Background: an optimization exercise with open tools, aiming at small area. Do not read the settings as production practice. The RTL was checked by simulation tests, not by an equivalence proof against the original design. Power is estimated from default activity; no workload was simulated. The flow treats the clock pin as an ideal source, which a real chip does not have.

==> flow/design.v <==
`default_nettype none
package resize_pkg;
  typedef logic [8-1:0] pixel_t;
  typedef logic [16-1:0] coord_t;
  typedef logic [15:0] step_t;
  typedef struct packed {
    pixel_t data;                        
    coord_t x;                           
    coord_t y;                           
  } fifo_item_t;
endpackage
`default_nettype wire
`timescale 1ns/1ps
`default_nettype none
import resize_pkg::*;
module resize_regs
(
  input  logic                          clk,
  input  logic                          rst_n,
  input  logic                          psel,
  input  logic                          penable,
  input  logic                          pwrite,
  input  logic [8-1:0]     paddr,
  input  logic [31:0]                   pwdata,
  output logic [31:0]                   prdata,
  output logic                          pready,
  output logic                          pslverr,
  input  logic [5-1:0] fifo_level,
  input  logic                          fifo_ovf,
  output logic                          enable,
  output resize_pkg::coord_t            src_w,
  output resize_pkg::coord_t            src_h,
  output resize_pkg::step_t             x_step,
  output resize_pkg::step_t             y_step,
  output logic                          ovf_clear
);
  logic        wr_en;                    
  logic        hit_ctrl;
  logic        hit_size;
  logic        hit_step;
  logic        hit_status;
  assign wr_en      = psel & penable & pwrite;
  assign hit_ctrl   = (paddr == 8'h00);
  assign hit_size   = (paddr == 8'h04);
  assign hit_step   = (paddr == 8'h08);
  assign hit_status = (paddr == 8'h0C);
  assign pready     = 1'b1;              
  assign pslverr    = ~(hit_ctrl | hit_size | hit_step | hit_status);
  assign ovf_clear  = wr_en & hit_status & pwdata[8];
  always_ff @(posedge clk)
  begin
    if (!rst_n)
    begin
      enable <= 1'b0;
      src_w  <= '0;
      src_h  <= '0;
      x_step <= 16'h0100;
      y_step <= 16'h0100;
    end
    else if (wr_en)
    begin
      if (hit_ctrl)
        enable <= pwdata[0];
      if (hit_size)
      begin
        src_w <= pwdata[15:0];
        src_h <= pwdata[31:16];
      end
      if (hit_step)
      begin
        x_step <= pwdata[15:0];
        y_step <= pwdata[31:16];
      end
    end
  end
  always_comb
  begin
    prdata = ({32{hit_ctrl}}   & {31'd0, enable})
           | ({32{hit_size}}   & {src_h, src_w})
           | ({32{hit_step}}   & {y_step, x_step})
           | ({32{hit_status}} & {23'd0, fifo_ovf, 3'd0, fifo_level});
  end
endmodule
`default_nettype wire
`timescale 1ns/1ps
`default_nettype none
import resize_pkg::*;
module resize_coord_map
(
  input  logic               clk,
  input  logic               rst_n,
  input  logic               enable,
  input  resize_pkg::coord_t src_w,
  input  resize_pkg::coord_t src_h,
  input  resize_pkg::step_t  x_step,
  input  resize_pkg::step_t  y_step,
  input  logic               pix_valid,
  input  resize_pkg::pixel_t pix_data,
  input  resize_pkg::coord_t pix_x,
  input  resize_pkg::coord_t pix_y,
  output logic               keep_valid,   
  output resize_pkg::pixel_t keep_data,    
  output resize_pkg::coord_t keep_x,
  output resize_pkg::coord_t keep_y,
  output logic               frame_done
);
  localparam int FRAC_W = 8;
  localparam int ACC_W  = 16 + FRAC_W;
  typedef logic [ACC_W-1:0] acc_t;
  acc_t               x_acc;
  acc_t               y_acc;
  resize_pkg::coord_t dst_x;
  resize_pkg::coord_t row_y;             
  logic               row_kept;          
  logic               row_start;
  logic               y_zero;
  logic               frame_start;
  logic               row_keep_new;      
  logic               row_keep_cur;
  logic               col_hit;
  logic               hit;
  logic               keep;
  resize_pkg::coord_t dst_y;
  resize_pkg::coord_t dst_y_cur;
  resize_pkg::coord_t row_y_cur;
  resize_pkg::coord_t dst_x_cur;
  logic               last_pix;
  logic               clr_row;           
  logic               clr_frame;         
  logic               new_row;           
  logic               hit_r;
  logic               row_add;           
  assign row_start   = (pix_x == '0);
  assign y_zero      = (pix_y == '0);
  assign frame_start = row_start & y_zero;
  assign row_keep_new = y_zero | (pix_y == y_acc[ACC_W-1:FRAC_W]);
  assign row_keep_cur = row_start ? row_keep_new : row_kept;
  assign col_hit      = row_start | (pix_x == x_acc[ACC_W-1:FRAC_W]);
  assign hit          = pix_valid & row_keep_cur & col_hit;
  assign keep         = hit & enable;
  assign dst_y     = row_y + resize_pkg::coord_t'(row_kept);
  assign dst_y_cur = frame_start ? '0 : dst_y;
  assign row_y_cur = row_start ? dst_y_cur : row_y;
  assign dst_x_cur = row_start ? '0 : dst_x;
  assign keep_data = pix_data;
  assign keep_x    = dst_x_cur;
  assign keep_y    = row_y_cur;
  assign last_pix = pix_valid && (pix_x == src_w - resize_pkg::coord_t'(1))
                              && (pix_y == src_h - resize_pkg::coord_t'(1));
  assign new_row   = pix_valid & row_start;
  assign clr_row   = new_row | ~rst_n;
  assign clr_frame = (new_row & y_zero) | ~rst_n;
  assign hit_r     = hit & rst_n;
  assign row_add   = new_row & row_keep_new & rst_n;
  always_ff @(posedge clk)
  begin
    x_acc <= (clr_row ? acc_t'(0) : x_acc) + (hit_r ? acc_t'(x_step) : acc_t'(0));
    dst_x <= (clr_row ? '0 : dst_x) + resize_pkg::coord_t'(hit_r);
    y_acc <= (clr_frame ? acc_t'(0) : y_acc) + (row_add ? acc_t'(y_step) : acc_t'(0));
    if (clr_row)
    begin
      row_kept <= row_add;
      row_y    <= clr_frame ? '0 : dst_y;
    end
  end
  always_ff @(posedge clk)
  begin
    if (!rst_n)
    begin
      keep_valid <= 1'b0;
      frame_done <= 1'b0;
    end
    else
    begin
      keep_valid <= keep;
      frame_done <= last_pix;
    end
  end
endmodule
`default_nettype wire
`timescale 1ns/1ps
`default_nettype none
import resize_pkg::*;
module pixel_fifo
#(
  parameter int DEPTH = 16   
)
(
  input  logic                          clk,
  input  logic                          rst_n,
  input  logic                          wr_valid,   
  input  resize_pkg::fifo_item_t        wr_item,    
  input  logic                          rd_ready,
  input  logic                          ovf_clear,
  output logic                          rd_valid,
  output resize_pkg::fifo_item_t        rd_item,
  output logic [5-1:0] level,
  output logic                          ovf
);
  localparam int AW     = $clog2(DEPTH);
  localparam int ITEM_W = 8 + 2 * 16;
  logic [ITEM_W-1:0] mem [0:DEPTH-1];
  logic [AW-1:0]     wr_ptr;
  logic [AW-1:0]     rd_ptr;
  logic              full;
  logic              pop;
  logic              wr_ok;
  logic [AW-1:0]     wr_ptr_nx;
  logic [AW-1:0]     rd_ptr_nx;
  logic              full_nx;
  assign level    = {full, wr_ptr - rd_ptr};
  assign rd_valid = full | (wr_ptr != rd_ptr);
  always_comb
  begin
    rd_item = '0;
    for (int i = 0; i < DEPTH; i++)
      rd_item = rd_item | ({ITEM_W{rd_ptr == AW'(i)}} & mem[i]);
  end
  assign pop       = rd_valid & rd_ready;
  assign wr_ok     = wr_valid & ~full;
  assign wr_ptr_nx = wr_ptr + AW'(wr_ok);
  assign rd_ptr_nx = rd_ptr + AW'(pop);
  assign full_nx   = ~pop & (full | (wr_ok & (wr_ptr_nx == rd_ptr)));
  always_ff @(posedge clk)
  begin
    if (!rst_n)
    begin
      wr_ptr <= '0;
      rd_ptr <= '0;
      full   <= 1'b0;
      ovf    <= 1'b0;
    end
    else
    begin
      wr_ptr <= wr_ptr_nx;
      rd_ptr <= rd_ptr_nx;
      full   <= full_nx;
      if (wr_valid && full)
        ovf <= 1'b1;
      else if (ovf_clear)
        ovf <= 1'b0;
    end
  end
  always_ff @(posedge clk)
  begin
    if (!full_nx)
      mem[wr_ptr_nx] <= wr_item;
  end
endmodule
`default_nettype wire
`timescale 1ns/1ps
`default_nettype none
import resize_pkg::*;
module resize_top
(
  input  logic                      clk,
  input  logic                      rst_n,
  input  logic                      psel,
  input  logic                      penable,
  input  logic                      pwrite,
  input  logic [8-1:0] paddr,
  input  logic [31:0]               pwdata,
  output logic [31:0]               prdata,
  output logic                      pready,
  output logic                      pslverr,
  input  logic                      pix_valid,
  input  resize_pkg::pixel_t                    pix_data,
  input  resize_pkg::coord_t                    pix_x,
  input  resize_pkg::coord_t                    pix_y,
  output logic                      out_valid,
  input  logic                      out_ready,
  output resize_pkg::pixel_t                    out_data,
  output resize_pkg::coord_t                    out_x,
  output resize_pkg::coord_t                    out_y,
  output logic                      frame_done
);
  logic   enable;
  resize_pkg::coord_t src_w;
  resize_pkg::coord_t src_h;
  resize_pkg::step_t  x_step;
  resize_pkg::step_t  y_step;
  logic   ovf_clear;
  logic   fifo_ovf;
  logic [5-1:0] fifo_level;
  logic       keep_valid;
  resize_pkg::pixel_t     keep_data;
  resize_pkg::coord_t     keep_x;
  resize_pkg::coord_t     keep_y;
  resize_pkg::fifo_item_t keep_item;
  resize_pkg::fifo_item_t out_item;
  resize_regs u_regs (
    .clk        (clk),
    .rst_n      (rst_n),
    .psel       (psel),
    .penable    (penable),
    .pwrite     (pwrite),
    .paddr      (paddr),
    .pwdata     (pwdata),
    .prdata     (prdata),
    .pready     (pready),
    .pslverr    (pslverr),
    .fifo_level (fifo_level),
    .fifo_ovf   (fifo_ovf),
    .enable     (enable),
    .src_w      (src_w),
    .src_h      (src_h),
    .x_step     (x_step),
    .y_step     (y_step),
    .ovf_clear  (ovf_clear)
  );
  resize_coord_map u_map (
    .clk        (clk),
    .rst_n      (rst_n),
    .enable     (enable),
    .src_w      (src_w),
    .src_h      (src_h),
    .x_step     (x_step),
    .y_step     (y_step),
    .pix_valid  (pix_valid),
    .pix_data   (pix_data),
    .pix_x      (pix_x),
    .pix_y      (pix_y),
    .keep_valid (keep_valid),
    .keep_data  (keep_data),
    .keep_x     (keep_x),
    .keep_y     (keep_y),
    .frame_done (frame_done)
  );
  assign keep_item = {keep_data, keep_x, keep_y};   
  pixel_fifo #(
    .DEPTH (16)
  ) u_fifo (
    .clk       (clk),
    .rst_n     (rst_n),
    .wr_valid  (keep_valid),
    .wr_item   (keep_item),
    .rd_ready  (out_ready),
    .ovf_clear (ovf_clear),
    .rd_valid  (out_valid),
    .rd_item   (out_item),
    .level     (fifo_level),
    .ovf       (fifo_ovf)
  );
  assign out_data = out_item.data;
  assign out_x    = out_item.x;
  assign out_y    = out_item.y;
endmodule
`default_nettype wire
export LEC_CHECK = 0
export CAP_MARGIN = 0
export CORE_MARGIN = 2
export CORE_UTILIZATION = 70
export PLACE_DENSITY = 0.8
export SLEW_MARGIN = 0
create_clock -name core_clock -period 6.0 [get_ports {clk}]
standard.sh (not shown) runs the stock make flow with config.mk's settings and CLKGATE_MAP_FILE= SYNTH_SCRIPT=/design/flow/synth_recipe.tcl, a recipe that flattens the netlist after the stock synthesis.
==> flow/flow/run.sh <==
#!/bin/bash
# Standard ORFS layout with three changes:
#  - synthesis maps the logic with an area-oriented ABC script (flow/abc_area.script)
#    in place of ORFS's speed script; flip-flop mapping, flattening and naming are
#    the standard synthesis's (synth_recipe.tcl, unchanged)
#  - port buffers are sky130_fd_sc_hd__buf_1 instead of the resizer's default pick
#  - clock tree: larger sink clusters driven by clkbuf_16, no dummy loads
# Each make run writes its full output to a log file in this folder; ORFS's own
# per-step logs are under orfs/logs.
set -euo pipefail
W=$PWD
rm -rf "$W/scripts_area"
cp -r "$FLOW_HOME/scripts" "$W/scripts_area"
cp "$W/flow/abc_area.script" "$W/scripts_area/abc_speed.script"
bash standard.sh "SCRIPTS_DIR=$W/scripts_area" synth > "$W/make_synth.log" 2>&1
bash standard.sh \
  "BUFFER_PORTS_ARGS=-buffer_cell sky130_fd_sc_hd__buf_1" \
  "CTS_ARGS=-sink_clustering_enable -repair_clock_nets -sink_clustering_size 30 -sink_clustering_max_diameter 100 -buf_list sky130_fd_sc_hd__clkbuf_16 -dont_use_dummy_load" \
  finish > "$W/make_finish.log" 2>&1
==> flow/flow/abc_area.script <==
&get -n
&st
&dch -f
&nf -a -p -R 1000 -F 8 -A 4 -C 32
&st
&dch -f
&nf -a -p -R 1000 -F 8 -A 4 -C 32
&st
&syn2
&dch -f
&nf -a -p -R 1000 -F 8 -A 4 -C 32
&st
&synch2
&dch -f
&nf -a -p -R 1000 -F 8 -A 4 -C 32
&st
&dch -f
&nf -a -p -R 1000 -F 8 -A 4 -C 32
&put
topo
stime -c
dnsize -c
Edit:
--- a/flow/design.v
+++ b/flow/design.v
@@ -125,4 +125,6 @@
   resize_pkg::coord_t row_y_cur;
   resize_pkg::coord_t dst_x_cur;
+  logic               last_x;
+  logic               last_y;
   logic               last_pix;
   logic               clr_row;           
@@ -146,6 +148,15 @@
   assign keep_x    = dst_x_cur;
   assign keep_y    = row_y_cur;
-  assign last_pix = pix_valid && (pix_x == src_w - resize_pkg::coord_t'(1))
-                              && (pix_y == src_h - resize_pkg::coord_t'(1));
+  always_comb
+  begin
+    last_x = pix_x[0] ^ src_w[0];
+    last_y = pix_y[0] ^ src_h[0];
+    for (int i = 0; i < 16 - 1; i++)
+    begin
+      last_x = last_x & ~((pix_x[i+1] ^ src_w[i+1]) ^ (pix_x[i] & ~src_w[i]));
+      last_y = last_y & ~((pix_y[i+1] ^ src_h[i+1]) ^ (pix_y[i] & ~src_h[i]));
+    end
+  end
+  assign last_pix = pix_valid & last_x & last_y;
   assign new_row   = pix_valid & row_start;
   assign clr_row   = new_row | ~rst_n;
Outcome:
- The changed run completed without violations
- first-iteration DRC count decreases by 11%
- via count decreases by 3.8%
- total power decreases by 0.34%
- clock-buffer cell count does not change
- global-route usage decreases by 1.3 points
- setup slack is worse by 0.17 ns
- routed wire length decreases by 4.7%
- clock power decreases by about 2%
- sequential power is about the same
- fmax decreases by 3.0%
- area after synthesis decreases by 0.51%
- core utilization decreases by 0.20 points
- sequential cell count stays the same
- combinational power increases by about 8%

[afterwards: timing with drivers on the ports]
In the flow no input, the clock included, has a driving cell. The finished layouts below were timed again as built, in two steps. Step 1: set_driving_cell puts a clkbuf_16 on clk and a buf_2 on each other input, an assumption about the parent block. Step 2 adds t to the input delays and takes it off the output delays; t is the mean of the earliest and latest rising clock arrival at the registers after step 1. Input paths then give back, and output paths get back, about the clock's delay inside the block. Three values: no drivers, after step 1, after step 2; two values: the first two.
run | t (ns) | setup WS [ns] | worst setup path at the end
the first run | 0.696 | 0.572 / 0.613 / -0.082 | input to register
the second run | 0.663 | 0.405 / 0.440 / -0.223 | input to register
With both steps, setup timing fails in the first run and the second run, where it was met with ideal ports. The setup slack of the first run, which loses most, moves by +0.041 ns with the drivers and by -0.654 ns with both steps.
